From an optimization exercise on the open Yosys and OpenROAD flow, aimed at a short achievable clock period and few clock cycles per item; shortcuts taken in it are not production practice.
Only simulation tests tie the RTL to the original design; equivalence was not proved.
Power is estimated from default activity; no workload was simulated.

==> flow/design.v, too long to show whole: its modules and the start of the top module <==
// module mulx_pp: 1157 lines
// module mulx_csa0: 149 lines
// module mulx_csa1: 509 lines
// module mulx_csa2: 541 lines
// module mulx_csa3: 512 lines
// module mulx_csa4: 393 lines
// module mulx_csa5: 214 lines
// module mulx_csa6: 224 lines
// module mulx_b0: 189 lines
// module mulx_b1: 365 lines
// module mulx_b2: 329 lines
// module mulx_b3: 278 lines
// module mulx_front: 1695 lines
// module mulx_back: 582 lines
// module mulx_pipe: 12 lines
// module mul_share_arb: 49 lines
module mul_share_arb #(
    parameter int WIDTH = fpu_pkg::WIDTH_DEFAULT
) (
    input  logic               clk,
    input  logic               rst,
    input  logic               req0_valid,
    output logic               req0_ready,
    input  logic [WIDTH-1:0]   req0_a,
    input  logic [WIDTH-1:0]   req0_b,
    output logic               rsp0_valid,
    input  logic               rsp0_ready,
    output logic [2*WIDTH-1:0] rsp0_prod,
    input  logic               req1_valid,
    output logic               req1_ready,
    input  logic [WIDTH-1:0]   req1_a,
    input  logic [WIDTH-1:0]   req1_b,
    output logic               rsp1_valid,
    input  logic               rsp1_ready,
    output logic [2*WIDTH-1:0] rsp1_prod,
    output logic               busy
);
  // ...
==> flow/run.sh <==
#!/bin/bash
# synth_recipe.tcl (not shown) runs the flow's synth.tcl, then flattens the netlist and writes it again
# the make line also repeats each setting of config.mk as NAME=value (left out here)
make -C /OpenROAD-flow-scripts/flow DESIGN_CONFIG=/design/flow/config.mk WORK_HOME=/design/flow/orfs CLKGATE_MAP_FILE= SYNTH_SCRIPT=/design/flow/synth_recipe.tcl finish
==> flow/config.mk <==
export PLATFORM = sky130hd
export DESIGN_NAME = mul_share_arb
export DESIGN_NICKNAME = mul_share_arb
export VERILOG_FILES = /design/flow/design.v
export SDC_FILE = /design/flow/constraint.sdc
export NUM_CORES = 4
export LEC_CHECK = 0
export CAP_MARGIN = 20
export CORE_MARGIN = 2
export CORE_UTILIZATION = 40
export PLACE_DENSITY = 0.8
export SETUP_SLACK_MARGIN = 5
export SLEW_MARGIN = 20
export SYNTH_HIERARCHICAL = 1
==> flow/constraint.sdc <==
create_clock -name core_clock -period 8.0 [get_ports {clk}]
set_input_delay 1.6000 -clock core_clock [delete_from_list [all_inputs] [get_ports {clk}]]
set_output_delay 1.6000 -clock core_clock [all_outputs]
set_load 0.01 [all_outputs]
==> out/metrics.cfg, run 1 <==
[timing]
worst_pin_slew_ns = 1.14
finalMaxSlewViolations = 0

[layout]
reg_top3 = u_m0.rows_q (93), u_m1.rows_q (93)
layout-drive-gt1-share_pct = 50.5
buffers = 1003
nMultiInputCombCells = 4042
antenna_cells = 24
syn2layout_area_growth_pct = -9.75
clock_area_share_pct = 0.790
final_cell_mix = xor3_1, and2_1, maj3_2
final_cells = 7974
final_common_cell = xor3_1

[worst_setup_path]
crit-reg2reg-launch = v1_q$_DFF_PP0_
path_buf_inv = 3
r2r_end = u_m1.rows_q[5]$_DFFE_PP_
crit_chain = buf_2 -> buf_12 -> and2_1 -> xor3_1 -> maj3_2 -> maj3_2 -> xor3_1 -> xor3_1 -> buf_4 -> maj3_2
path_class = in2reg

[cts]
cts.sinks = 189
hold_buffers = 0

[detailed_routing]
drc = 0
first_pass_iters = 8
met2_length_um = 96000
vias_per_cell = 5.63

[logic_synthesis]
synthCells = 8208

[run_status]
status = timing/DRC/antenna clean

[grt]
grt_util_all_layers_pct = 18.0

[min_path]
hp-start = prio1_q$_DFFE_PP0P_

[power]
intPower_w = 0.0154
pg_clk_w = 0.000929

Testbench counts, summed over its fixed seeds: cycles 1,608, items 1,600.
==> run 2, diff against run 1 <==
--- a/flow/config.mk
+++ b/flow/config.mk
@@ -8,7 +8,6 @@
 export CAP_MARGIN = 20
 export CORE_MARGIN = 2
 export CORE_UTILIZATION = 40
-export PLACE_DENSITY = 0.8
 export SETUP_SLACK_MARGIN = 5
 export SLEW_MARGIN = 20
 export SYNTH_HIERARCHICAL = 1
==> out/metrics.cfg, run 2 <==
[timing]
max_freq_mhz = 221
fin_crit_ns = 4.52
rsz0062_at_grt = yes
finalSetupTns_ns = 0
skew_ns = 0.0254
post-route-period-util_pct = 56.5
worst_pin_slew_ns = 1.04  ; -0.0987 ns
finalMaxSlewViolations = 0  ; unchanged
slew_headroom_pct = 30.8
hold_violations = 0
setup_viol = 0
fin_hold_ws_ns = 0.622

[place]
portBuffers = 202
place_hpwl_um = 125000
gp_routability_congestion = 0.907

[floorplan]
die_h_um = 456
io_pins = 203
die_area_mm2 = 0.208
initial_utilization_pct = 40.3
rows = 165
core_mm2 = 0.202
die_w_um = 456

[worst_setup_path]
cp.required_ns = 8.29
end_kind = flop
cp_max_fo = 4
crit_chain = buf_12 -> buf_12 -> buf_6 -> and2_4 -> maj3_2 -> xor3_1 -> xor3_1 -> buf_4 -> maj3_2 -> maj3_2 -> maj3_2 -> xor3_1
crit-reg2reg-launch = v0_q$_DFF_PP0_
startpoint_type = primary input
path_buf_inv = 4  ; +1
crit_start = req0_b[13]
cp_slowest_cell = xor3_1
arrival_ns = 4.81
slowest_delay_ns = 0.45
crit_top_cell = maj3_2
path_class = in2reg
critPathTopFamily = XOR/XNOR gates

[grt]
grt_pass1_wl_um = 291000
grt_util_all_layers_pct = 19.0  ; +1.0 points
grt_pass1_vias = 41500
grt_max_degree = 77
overflow = 0
antenna_found_initial = 23

[logic_synthesis]
syn-num-nets = 8448
yosysWarnings = 8
syn_avg_cell_area_um2 = 9.94
synthCells = 8208  ; unchanged
netlist_area_mm2 = 0.0816

[power]
p_leak_nw = 32.9
powerDensity_mw_per_mm2 = 367
power_switching_w = 0.0118
comb_power_share_pct = 86.8
seqPwrFrac_pct = 9.7
intPower_w = 0.0154  ; -0.31%
p_sw_share_pct = 43.5
peakVddDrop_uv = 349
clkPwrFrac_pct = 3.5

[detailed_routing]
drc = 0  ; unchanged
postRouteAntennaNets = 0
drtIter0Drc = 3155
wl_um = 205000
first_pass_iters = 5  ; -3
wire_per_inst_um = 25.6
vias_per_cell = 5.10  ; -9.4%
via_count = 40900

[min_path]
hp-class = reg2reg
hp-start = prio1_q$_DFFE_PP0P_

[layout]
syn2layout_area_growth_pct = -9.07
reg_top3 = u_m0.rows_q (93), u_m1.rows_q (93)
fin_nets = 5567
final_cell_mix = xor3_1, and2_1, maj3_2
final_common_cell = xor3_1
layout-drive-gt1-share_pct = 51.0  ; +0.46 points

[cts]
cts.sinks = 189  ; unchanged
cts_buffers = 17
clockBufferDepth = 2
cts_tree = yes
cts-root-buf = clkbuf_16
cts_max_level = 4
clock_latency_ns = 0.55
path_clk_slew_ns = 0.10

[job]
max_cap_violations = 0

[run_status]
status = timing/DRC/antenna clean

==> run 2: worst paths after layout <==
kind	end	slack, ns	cells after the start
max	u_m0.rows_q[73]$_DFFE_PP_	3.48	12
min	prio1_q$_DFFE_PP0P_	0.62	1
max reg2reg	u_m0.rows_q[18]$_DFFE_PP_	5.62	4
min reg2reg	prio1_q$_DFFE_PP0P_	0.62	1
max in group asynchronous	v0_q$_DFF_PP0_	6.94	2
min in group asynchronous	v0_q$_DFF_PP0_	0.93	2
==> run 2: timing repair <==
item | CTS | global route
hold buffers | 0 | 0
pin swaps | 854 | 510
gates cloned | 83 | 4
resized for setup | 2432 | 408
setup endpoints to repair | 424 | 248
buffers inserted | 499 | 201
==> run 2: through the flow <==
stage / setup WS [ns] / instances / total power, W / util (%) / area [µm²]
floorplan: 2.59 / 8208 / 0.0266 / - / 85300
global placement: 1.77 / 7192 / 0.0211 / 29.2 / 59000
detailed placement: 1.75 / 7192 / 0.0212 / 29.2 / 59000
CTS: 3.52 / 7806 / 0.0254 / 35.2 / 71100
global route: 3.43 / 8014 / 0.0283 / 36.6 / 74100
finish: 3.48 / 8018 / 0.0272 / 36.7 / 74200
==> run 2: power by group through the flow <==
stage / Combinational [W] / Sequential (W) / Clock, W
after floorplan: 0.0243 / 0.00227 / 0
after global placement: 0.0186 / 0.00250 / 0
after detailed placement: 0.0187 / 0.00249 / 0
after CTS: 0.0218 / 0.00262 / 0.000987
after global routing: 0.0247 / 0.00265 / 0.00101
final: 0.0236 / 0.00264 / 0.000954
==> run 2: area by class of cell <==
type,instances,area [µm²]
Tap cell,2672,3340
Multi-Input combinational cell,4043,51700
Fill cell,19200,128000
Timing Repair Buffer,1064,12700
Inverter,12,47.5
Clock buffer,17,425
Clock inverter,15,190
Antenna cell,6,15.0
Sequential cell,189,5670
==> run 2: layer usage <==
layer  up-vias  part of all wire [%]  GRT usage [%]
li1      17800                     -              -
met1     21000                    42           25.1
met2      1640                    45           30.8
met3       395                   7.8           3.44
met4         2                   4.2           6.89
met5         -                0.0063              0
==> run 2: worst reg2reg max path, cell delays in order (launching register included) <==
cell	delay [ns]
dfrtp_4	0.53
buf_6	0.15
nand2b_4	0.11
buf_4	0.29
buf_4	0.85

afterwards: timing with drivers on the ports:
The flow's constraints put no driver on any port. The routed layouts listed below were extracted and timed again, unchanged, in two steps.
Step 1: set_driving_cell puts a clkbuf_16 on clk and a buf_2 on each other input, an assumption about the parent block.
Step 2, shift: input delay + t, output delay - t, t = (earliest + latest rising clock arrival at the registers) / 2. This alone moves slack from input paths to output paths.
a / b / c = ideal / step 1 / step 2; a / b = the first two.
run | t, ns | slack for setup (ns) | hold slack, ns | worst setup path at the end
run 1 | 0.631 | 3.243 / 3.288 / 2.657 | 0.656 / 0.656 / 0.656 | input to register
run 2 | 0.617 | 3.484 / 3.414 / 2.830 | 0.622 / 0.622 / 0.622 | input to register
After both steps every run listed still meets setup and hold. For run 2, which loses most, drivers alone change the setup slack by -0.070 ns; drivers and shift together by -0.654 ns.
